From an optimization exercise on the open Yosys and OpenROAD flow, aimed at small area, a short achievable clock period and few clock cycles per item; shortcuts taken in it are not production practice. In this exercise RTL edits were held to simulation tests only and were not proved equivalent to the original. No activity file was given, so power comes from the tool's default toggle rates.

## the baseline
==> flow/design.v (excerpt) <==
module container_pool_allocator (
   input  wire logic                      clock,
   input  wire logic                      reset,
   input  wire logic                      req_valid,
   output logic                           req_ready,
   input  wire logic                      req_action,
   input  wire logic [15:0]               req_elem_count,
   input  wire logic [15:0]               req_elem_size,
   input  wire logic [3:0]                req_container_id,
   output logic                           rsp_valid,
   input  wire logic                      rsp_ready,
   output logic [1:0]                     rsp_status,
   output logic [3:0]                     rsp_result_id,
   output logic [11:0]                    rsp_region_offset
);
   localparam int NC = cpa_pkg::MAX_CONTAINERS;
   logic        q_v, q_act, q_oz, q_p12, q_bad;
   logic [3:0]  q_cid;
   logic [11:0] q_need;
   logic [8:0]  q_n16h;
   logic [12:0] q_n16;     
   assign q_n16 = {q_n16h, q_need[3:0]};
   logic [NC-1:0][11:0] off, byt;
   logic [NC-1:0][3:0]  nx;
   logic [NC-1:0]       pres, fre;
   logic [12:0]         top;
   logic [3:0]          last;
   logic                mrg;      
   logic [NC-1:0]       hs;       
   logic        r_v;
   logic [1:0]  r_st;
   logic [3:0]  r_id;
   logic [11:0] r_off;
   assign rsp_valid = r_v;
   assign rsp_status = r_st;
   assign rsp_result_id = r_id;
   assign rsp_region_offset = r_off;
   logic go, acc;
   assign go = q_v && !mrg && (!r_v || rsp_ready);
   assign req_ready = !q_v || go;
   assign acc = req_valid && req_ready;
   logic        m_ovf;
   logic [12:0] m_prod;
   always_comb begin
      m_ovf = 1'b0;
      for (int k = 0; k < 16; k++)
         m_ovf = m_ovf | (req_elem_count[k] & (|(req_elem_size >> ((k >= 12) ? 0 : (12 - k)))));
  ...
clock: 8.0 ns
lec_check: 0
abc_area: 1
cap_margin: 20
core_margin: 2
core_utilization: 42
cts_cluster_size: 30
setup_slack_margin: 1.5
slew_margin: 20
tns_end_percent: 5
run.sh (not shown) runs the stock make flow with config.mk's settings and CLKGATE_MAP_FILE= SYNTH_SCRIPT=/design/flow/synth_recipe.tcl, a recipe that flattens the netlist after the stock synthesis.
The baseline: full flow OK, the timing, DRC and antenna checks passed
Testbench counts of the baseline, summed over its fixed seeds: cycles 3,454, requests 3,200.
Edits applied to the flow inputs when going from the baseline to the candidate:
--- a/flow/design.v
+++ b/flow/design.v
@@ -183,52 +183,53 @@
    logic [13:0] top_sum;
    logic        top_fit;
    assign top_sum = {1'b0, top} + {1'b0, q_n16};
    assign top_fit = (top_sum <= 14'd4096);
    logic [3:0] pred;
    always_comb begin
       pred = '0;
       for (int j = 0; j < NC; j++)
          if (pres[j] && nx[j] == q_cid && 4'(j) != q_cid) pred = pred | 4'(j);
    end
+   logic sp_new;
    logic wr, do_c, do_split, do_topc, do_f, do_ftop, do_fmid, do_abs;
    always_comb begin
       wr = go || mrg;
       do_c = !mrg && q_act == cpa_pkg::ACT_CREATE && !q_bad;
       do_split = do_c && hit && !a_eq;
       do_topc = do_c && !hit && top_fit && sp_ok;
+      sp_new = hit ? !a_eq : (top_fit && sp_ok);
       do_f = !mrg && q_act == cpa_pkg::ACT_FREE && h_pres;
       do_ftop = do_f && h_last;
       do_fmid = do_f && !h_last;
       do_abs = mrg || (do_fmid && s_pf);
    end
    logic [11:0] bus_off, bus_ba, bus_bb;
    logic [3:0]  bus_nx;
    assign bus_ba = q_need;
    logic cr;
    assign cr = !mrg && q_act == cpa_pkg::ACT_CREATE;
    logic [11:0] h_byt16;
    assign h_byt16 = h_byt + 12'd16;
-   assign bus_bb = cr ? a_dif : add12(h_byt16, b_byt, 1'b0);
+   assign bus_bb = cr ? (hit ? a_dif : q_need) : add12(h_byt16, b_byt, 1'b0);
    assign bus_nx = cr ? a_nx : s2;
-   assign bus_off = (hit && !q_bad) ? a_toff : top[11:0];
-   logic [NC-1:0] we_off, we_ba, we_bb, we_nx, we_nsp, pres_set, pres_clr, fre_set, fre_clr;
-   always_comb begin
-      we_off = (do_split || do_topc) ? sp1h : '0;
-      we_ba = ({NC{do_split}} & first) | ({NC{do_topc}} & sp1h);
-      we_bb = ({NC{do_split}} & sp1h) | ({NC{do_abs}} & hsel);
-      we_nx = ({NC{do_split}} & sp1h) | ({NC{do_abs}} & hsel);
-      we_nsp = ({NC{do_split}} & first) | ({NC{do_topc && top != 13'd0}} & l1h);
-      pres_set = (do_split || do_topc) ? sp1h : '0;
+   assign bus_off = hit ? a_toff : top[11:0];
+   logic [NC-1:0] we_sp, we_ba, we_bb, we_nx, we_nsp, pres_clr, fre_set, fre_clr;
+   always_comb begin
+      we_sp = do_c ? sp1h : '0;
+      we_ba = do_c ? first : '0;
+      we_bb = we_sp | ({NC{do_abs}} & hsel);
+      we_nx = we_sp | ({NC{do_abs}} & hsel);
+      we_nsp = ({NC{do_c}} & first & ~eq) | ({NC{do_topc && top != 13'd0}} & l1h);
       pres_clr = ({NC{do_ftop}} & hsel) | ({NC{do_abs}} & s1h);
-      fre_set = ({NC{do_split}} & sp1h) | ({NC{do_fmid}} & hsel);
-      fre_clr = ({NC{do_c && hit}} & first) | ({NC{do_topc}} & sp1h);
+      fre_set = {NC{do_fmid}} & hsel;
+      fre_clr = we_ba;
    end
    logic [12:0] top_n;
    logic [3:0]  last_n;
    logic [NC-1:0] m1h_n;
    logic        mrg_n;
    logic [1:0]  st_n;
    logic [3:0]  id_n;
    logic [11:0] roff_n;
    always_comb begin
       top_n = top; last_n = last; mrg_n = mrg;
@@ -240,28 +241,29 @@
       m1h_n = hs;
       if (do_split && !a_last && a_nxpf) begin mrg_n = 1'b1; m1h_n = sp1h; end
       if (do_fmid && s_pf && !s_last && s2_pf) mrg_n = 1'b1;
       st_n = cpa_pkg::ST_REJECT; id_n = '0; roff_n = '0;
       if (do_c && hit) begin st_n = cpa_pkg::ST_CREATED; id_n = a_id; roff_n = a_off; end
       else if (do_topc) begin st_n = cpa_pkg::ST_CREATED; id_n = sp; roff_n = top[11:0]; end
       else if (do_f) st_n = cpa_pkg::ST_FREED;
    end
    always_ff @(posedge clock) begin
       if (wr) for (int i = 0; i < NC; i++) begin
-         if (we_off[i]) off[i] <= bus_off;
+         if (we_sp[i]) off[i] <= bus_off;
          if (we_bb[i]) byt[i] <= bus_bb;
          else if (we_ba[i]) byt[i] <= bus_ba;
          if (we_nx[i]) nx[i] <= bus_nx;
          else if (we_nsp[i]) nx[i] <= sp;
-         if (pres_set[i]) pres[i] <= 1'b1;
+         if (we_sp[i]) pres[i] <= sp_new;
          else if (pres_clr[i]) pres[i] <= 1'b0;
-         if (fre_set[i]) fre[i] <= 1'b1;
+         if (we_sp[i]) fre[i] <= hit;
+         else if (fre_set[i]) fre[i] <= 1'b1;
          else if (fre_clr[i]) fre[i] <= 1'b0;
       end
       if (reset) for (int i = 0; i < NC; i++) pres[i] <= 1'b0;
       if (reset) begin
          top <= '0; mrg <= 1'b0;
       end else if (wr) begin
          top <= top_n; mrg <= mrg_n;
       end
       if (wr) begin
          last <= last_n;
[summary]
The candidate gives more maximum fanout count along the critical path than the baseline did.
On area of all sequential standard cells, the baseline tracks the candidate almost exactly.
Looking at post-synthesis simple-gate area fraction, the candidate sits below the baseline.
Fraction of the mapped netlist area in adder cells across the candidate and the baseline: no real change.
Non-clock buffer count for the candidate: about 20% down relative to the baseline
Post-route cell area shrinks by a few percent when moving from the baseline to the candidate.
Between the baseline and the candidate, the combined area of all synthesized cells figures differ only marginally.
When the candidate is measured against the baseline, its relative contribution of combinational cells to total power turns out 2.3 points lower.
Measured against each other, the candidate and the baseline differ in number of gates given a new drive strength after cts, the lower figure coming from the candidate.
The candidate | status: complete | timing, DRC, antenna: pass
Both conditions hold for the baseline: the flow ran to the end and the final layout passed the timing, DRC and antenna checks.
Testbench counts of the candidate, summed over its fixed seeds: cycles 3,454, requests 3,200.

==> what the ideal ports hide <==
How much do the figures lean on ideal ports? The routed layouts below were timed once more, with nothing changed but the port constraints.
Step 1 assumes that a clkbuf_16 drives the clock port and a buf_2 every other input.
Step 2 also shifts input and output timing later by t, the mid clock arrival at the registers, as if the neighbouring blocks saw the same clock.
Slacks: ideal / step 1 / step 2; pairs: ideal / step 1.
| run | t, ns | setup WS [ns] | hold slack, ns | worst data-port slew with drivers (ns) |
|---|---|---|---|---|
| the baseline | 0.772 | 1.390 / 1.390 / 1.116 | 0.519 / 0.519 / 0.519 | 0.04 |
| the candidate | 0.753 | 1.566 / 1.566 / 0.957 | 0.559 / 0.559 / 0.559 | 0.04 |
After both steps every run listed still meets setup and hold. The setup slack of the candidate, which loses most, moves by 0.000 ns with the drivers and by -0.609 ns with both steps.
